What follows belongs to an exercise in optimizing a design on an open flow for small area and a short achievable clock period; a production flow would make more cautious choices.
Only simulation tests tie the RTL to the original design; equivalence was not proved.

== run 1 ==
Design enigmaMachine, start of the top module:
module enigmaMachine (
    input  logic                load,
    input  logic                reset,
    input  logic                keyValid,
    input  logic                setPositions,
    input  enigmaPkg::asciiChar keyChar,
    input  enigmaPkg::rotorPos  startPosition1,
    input  enigmaPkg::rotorPos  startPosition2,
    input  enigmaPkg::rotorPos  startPosition3,
    output logic                outValid,
    output enigmaPkg::asciiChar outChar
);
Size in the first run: ~30 flip-flops, roughly 36 I/O pins, ~6200 um2 of cells after synthesis.
export LEC_CHECK = 0
export ABC_AREA = 1
export CAP_MARGIN = 20
export CORE_MARGIN = 2
export CORE_UTILIZATION = 20
export SLEW_MARGIN = 20
create_clock -name core_clock -period 30.0 [get_ports {load}]
standard.sh (not shown) runs the stock make flow with config.mk's settings and CLKGATE_MAP_FILE= SYNTH_SCRIPT=/design/flow/synth_recipe.tcl, a recipe that flattens the netlist after the stock synthesis.
==> flow/flow/run.sh <==
#!/bin/bash
# Standard layout with these changes:
#  * synthesis: no ADDER_MAP_FILE, so Yosys extracts no half/full adder cells and ABC can
#    restructure the modulo-26 adders;
#  * synthesis: ABC maps with flow/abc_area_resyn.script (the ORFS area script preceded by
#    two rounds of AIG rewriting, with a 5750 ps delay target for mapping and sizing);
#  * placement: every port still gets its buffer, but as buf_2 (BUFFER_PORTS_ARGS) rather
#    than the slow delay-cell buffer the default choice ends up with.
# The synthesis script is synth_recipe.tcl with ORFS's synth.tcl inlined and only
# its abc call changed, so registers are mapped and named exactly as in the
# standard synthesis.  Each tool's log stays under orfs/logs; make's output is
# in make.log.
set -euo pipefail
here=$(pwd)
abc_script=$here/flow/abc_area_resyn.script
{
  head -n 1 synth_recipe.tcl
  sed "s|log_cmd abc {\*}\$abc_args|log_cmd abc -script $abc_script {*}[lrange \$abc_args 2 end]|" \
      "$FLOW_HOME/scripts/synth.tcl"
  tail -n +3 synth_recipe.tcl
} > synth_custom.tcl
grep -q "abc -script $abc_script" synth_custom.tcl
bash standard.sh BUFFER_PORTS_ARGS="-buffer_cell sky130_fd_sc_hd__buf_2" ADDER_MAP_FILE= SYNTH_SCRIPT="$here/synth_custom.tcl" finish > make.log 2>&1
==> flow/flow/abc_area_resyn.script <==
strash
balance; rewrite; refactor; balance; rewrite; rewrite -z; balance; refactor -z; rewrite -z; balance
balance; rewrite; refactor; balance; rewrite; rewrite -z; balance; refactor -z; rewrite -z; balance
dch
map -B 0.9 -D 5750
topo
stime -c
buffer -c
upsize -c -D 5750
dnsize -c -D 5750
Changes in run 2 relative to run 1:
-- flow/flow/run.sh --
<<< run 1, line 4
#    restructure the modulo-26 adders;
#  * synthesis: ABC maps with flow/abc_area_resyn.script (the ORFS area script preceded by
#    two rounds of AIG rewriting, with a 5750 ps delay target for mapping and sizing);
#  * placement: every port still gets its buffer, but as buf_2 (BUFFER_PORTS_ARGS) rather
#    than the slow delay-cell buffer the default choice ends up with.
>>> run 2, line 4
#    restructure the modulo-26 adders;
#  * synthesis: ABC maps with flow/abc_area_resyn.script (the ORFS area script preceded by
#    three rounds of AIG rewriting);
#  * placement: every port still gets its buffer, but as buf_2 (BUFFER_PORTS_ARGS) rather
#    than the slow delay-cell buffer the default choice ends up with.
==> flow/flow/abc_area_resyn.script <==
strash
balance; rewrite; refactor; balance; rewrite; rewrite -z; balance; refactor -z; rewrite -z; balance
balance; rewrite; refactor; balance; rewrite; rewrite -z; balance; refactor -z; rewrite -z; balance
balance; rewrite; refactor; balance; rewrite; rewrite -z; balance; refactor -z; rewrite -z; balance
dch
map -B 0.9
topo
stime -c
buffer -c
upsize -c
dnsize -c
Per the comparison of run 2 with run 1, amount of wire on met3 after detailed routing now larger, setup slack closely matched the old numbers, post-synthesis cell type count went up 6, overall via count from detail_route essentially unchanged.
Input-level comparison between run 3 and run 2:
-- flow/flow/run.sh --
<<< run 2, line 4
#    restructure the modulo-26 adders;
#  * synthesis: ABC maps with flow/abc_area_resyn.script (the ORFS area script preceded by
#    three rounds of AIG rewriting);
#  * placement: every port still gets its buffer, but as buf_2 (BUFFER_PORTS_ARGS) rather
#    than the slow delay-cell buffer the default choice ends up with.
>>> run 3, line 4
#    restructure the modulo-26 adders;
#  * synthesis: ABC maps with flow/abc_area_resyn.script (the ORFS area script preceded by
#    two rounds of AIG rewriting, with a 6000 ps delay target for mapping and sizing);
#  * placement: every port still gets its buffer, but as buf_2 (BUFFER_PORTS_ARGS) rather
#    than the slow delay-cell buffer the default choice ends up with.
==> flow/flow/abc_area_resyn.script <==
strash
balance; rewrite; refactor; balance; rewrite; rewrite -z; balance; refactor -z; rewrite -z; balance
balance; rewrite; refactor; balance; rewrite; rewrite -z; balance; refactor -z; rewrite -z; balance
dch
map -B 0.9 -D 6000
topo
stime -c
buffer -c
upsize -c -D 6000
dnsize -c -D 6000
Notes after the runs:
- As far as flip-flop and latch count after synthesis goes, run 2 and run 3 are indistinguishable; the numbers are identical.
- Via-per-instance ratio was lower in the run labelled run 2.
- Tightest hold margin, run 2 and run 3: smaller value in run 2
- Delta(die area, run 3 - run 2) < 0
- Diff run 2 -> run 3 | time the worst path needs with I/O delays and setup | increase of 0.19 ns
- Number of fill cells in the layout went down by a few percent going from run 2 to run 3.
- Run 3 gives less summed area of non-filler cells in the final layout than run 2 did.
- Worst setup slack ended up 0.19 ns lower on run 3 than on run 2.
- Y dimension of the die shrinks by a few percent when moving from run 2 to run 3.
The following lists how run 4 was set up differently from run 3:
# run 3
export LEC_CHECK = 0
export ABC_AREA = 1
export CAP_MARGIN = 20
export CORE_MARGIN = 2
export CORE_UTILIZATION = 20
export SLEW_MARGIN = 20
create_clock -name core_clock -period 30.0 [get_ports {load}]
# run 4
export LEC_CHECK = 0
export ABC_AREA = 1
export CAP_MARGIN = 20
export CORE_MARGIN = 2
export CORE_UTILIZATION = 35
export CTS_BUF_LIST = sky130_fd_sc_hd__clkbuf_2 sky130_fd_sc_hd__clkbuf_4
export SLEW_MARGIN = 20
create_clock -name core_clock -period 30.0 [get_ports {load}]
### Flow results
Against run 3 as the reference, run 4 delivers a lower wire length on met3. Via count on run 4 is down relative to run 3. Detailed route wirelength on metal2 across run 4 and run 3: no real change. Number of cells on the critical path: run 4 < run 3.
For run 5, these inputs were changed with respect to run 4:
# run 4
export LEC_CHECK = 0
export ABC_AREA = 1
export CAP_MARGIN = 20
export CORE_MARGIN = 2
export CORE_UTILIZATION = 35
export CTS_BUF_LIST = sky130_fd_sc_hd__clkbuf_2 sky130_fd_sc_hd__clkbuf_4
export SLEW_MARGIN = 20
create_clock -name core_clock -period 30.0 [get_ports {load}]
# run 5
export LEC_CHECK = 0
export ABC_AREA = 1
export CAP_MARGIN = 20
export CORE_MARGIN = 2
export CORE_UTILIZATION = 20
export CTS_BUF_LIST = sky130_fd_sc_hd__clkbuf_4 sky130_fd_sc_hd__clkbuf_8
export SLEW_MARGIN = 20
create_clock -name core_clock -period 30.0 [get_ports {load}]
-- flow/flow/run.sh --
<<< run 4, line 4
#    restructure the modulo-26 adders;
#  * synthesis: ABC maps with flow/abc_area_resyn.script (the ORFS area script preceded by
#    two rounds of AIG rewriting, with a 6000 ps delay target for mapping and sizing);
#  * placement: every port still gets its buffer, but as buf_2 (BUFFER_PORTS_ARGS) rather
#    than the slow delay-cell buffer the default choice ends up with.
>>> run 5, line 4
#    restructure the modulo-26 adders;
#  * synthesis: ABC maps with flow/abc_area_resyn.script (the ORFS area script preceded by
#    three rounds of AIG rewriting, with a 6000 ps delay target for mapping and sizing);
#  * placement: every port still gets its buffer, but as buf_2 (BUFFER_PORTS_ARGS) rather
#    than the slow delay-cell buffer the default choice ends up with.
==> flow/flow/abc_area_resyn.script <==
strash
balance; rewrite; refactor; balance; rewrite; rewrite -z; balance; refactor -z; rewrite -z; balance
balance; rewrite; refactor; balance; rewrite; rewrite -z; balance; refactor -z; rewrite -z; balance
balance; rewrite; refactor; balance; rewrite; rewrite -z; balance; refactor -z; rewrite -z; balance
dch
map -B 0.9 -D 6000
topo
stime -c
buffer -c
upsize -c -D 6000
dnsize -c -D 6000
Findings:
- Going from run 4 to run 5, final standard cell area without fillers grew by a few percent.
- Delta (run 5 minus run 4): final cycle utilization of the critical path went down 0.34 points; clock buffer count in the final layout up 1.
- Final wirelength was higher in the run labelled run 5.
- The run showing the greater area of combinational cells with multiple inputs is run 4.
- Run 5 reports its startpoint of the most critical setup path as heldOff4[2]$_DFFE_PP_ while run 4 reports heldOff4[1]$_DFFE_PP_.
- Global routing usage on met3 ended up 0.29 points lower on run 5 than on run 4.
- Taking run 4 as 1.0, run 5 lands at 1.3 on horizontal die dimension.
- [compare] base=run 4 new=run 5: worst setup slack moved up; number of global-route vias before repair moved up.

* * *

Another version of the RTL of enigmaMachine (not shown whole).
Size: about 24 flip-flops, roughly 36 I/O pins, roughly 6100 sq um of cells after synthesis.
clock: 30.0 ns
lec_check: 0
abc_area: 1
cap_margin: 20
core_margin: 2
core_utilization: 20
slew_margin: 20
==> flow/flow/run.sh <==
#!/bin/bash
# Standard layout with two changes to the synthesis step only:
#  * no ADDER_MAP_FILE, so Yosys extracts no half/full adder cells and ABC can
#    restructure the modulo-26 adders;
#  * ABC maps with flow/abc_area_resyn.script (the ORFS area script preceded by
#    a round of AIG rewriting).
# The synthesis script is synth_recipe.tcl with ORFS's synth.tcl inlined and only
# its abc call changed, so registers are mapped and named exactly as in the
# standard synthesis.  Each tool's log stays under orfs/logs; make's output is
# in make.log.
set -euo pipefail
here=$(pwd)
abc_script=$here/flow/abc_area_resyn.script
{
  head -n 1 synth_recipe.tcl
  sed "s|log_cmd abc {\*}\$abc_args|log_cmd abc -script $abc_script {*}[lrange \$abc_args 2 end]|" \
      "$FLOW_HOME/scripts/synth.tcl"
  tail -n +3 synth_recipe.tcl
} > synth_custom.tcl
grep -q "abc -script $abc_script" synth_custom.tcl
bash standard.sh ADDER_MAP_FILE= SYNTH_SCRIPT="$here/synth_custom.tcl" finish > make.log 2>&1
==> flow/flow/abc_area_resyn.script <==
strash
balance; rewrite; refactor; balance; rewrite; rewrite -z; balance; refactor -z; rewrite -z; balance
balance; rewrite; refactor; balance; rewrite; rewrite -z; balance; refactor -z; rewrite -z; balance
dch
map -B 0.9
topo
stime -c
buffer -c
upsize -c
dnsize -c
Change:
--- a/flow/flow/run.sh
+++ b/flow/flow/run.sh
@@ -6 +6,3 @@
-#    a round of AIG rewriting).
+#    two rounds of AIG rewriting);
+#  * every port still gets its buffer, but as buf_2 (BUFFER_PORTS_ARGS) rather
+#    than the slow delay-cell buffer the default choice ends up with.
@@ -21 +23 @@
-bash standard.sh ADDER_MAP_FILE= SYNTH_SCRIPT="$here/synth_custom.tcl" finish > make.log 2>&1
+bash standard.sh BUFFER_PORTS_ARGS="-buffer_cell sky130_fd_sc_hd__buf_2" ADDER_MAP_FILE= SYNTH_SCRIPT="$here/synth_custom.tcl" finish > make.log 2>&1
Effect:
- The changed run completed with no timing, DRC or antenna violations
- clock skew is about the same
- routed wire length falls by 1.4%
- cell count stays flat
- core utilization drops by 0.62 points
- die area is unchanged
- global-route usage rose by 0.18 points
- hold slack barely changes
- area after synthesis does not change
- final area drops by 2.7%

static timing again, ports no longer ideal:
In the flow no input, the clock included, has a driving cell. The finished layouts below were timed again as built, in two steps.
Step 1 (the two cells are an assumption about what drives the block):
set clk [get_ports {load}]
set_driving_cell -lib_cell sky130_fd_sc_hd__clkbuf_16 $clk
set_driving_cell -lib_cell sky130_fd_sc_hd__buf_2 [delete_from_list [all_inputs] $clk]
Step 2 times the ports against the registers' clock, not the clock port: input delays grow and output delays shrink by t, the midpoint of the rising clock arrivals with the driver on.
a / b / c = ideal / step 1 / step 2; a / b = the first two.
| run | t, ns | setup slack, ns | latest minus earliest clock arrival (ns) | cell pins on the clock port's net |
|---|---|---|---|---|
| run 1 | 0.306 | 16.945 / 16.908 / 17.006 | 0.006 / 0.005 | 1 |
| run 2 | 0.300 | 16.948 / 16.920 / 17.220 | 0.005 / 0.006 | 1 |
| run 3 | 0.312 | 16.753 / 16.715 / 16.655 | 0.006 / 0.005 | 1 |
| run 4 | 0.354 | 16.493 / 16.463 / 16.782 | 0.014 / 0.014 | 1 |
| run 5 | 0.324 | 16.595 / 16.565 / 16.888 | 0.009 / 0.009 | 1 |
| the first run of note 2 | 0.282 | 11.322 / 11.325 / 11.043 | 0.003 / 0.003 | 1 |
| the second run of note 2 | 0.281 | 11.837 / 11.841 / 11.560 | 0.003 / 0.003 | 1 |
After both steps every run listed still meets setup and hold. For the first run of note 2, which loses most, drivers alone change the setup slack by +0.003 ns; drivers and shift together by -0.279 ns.
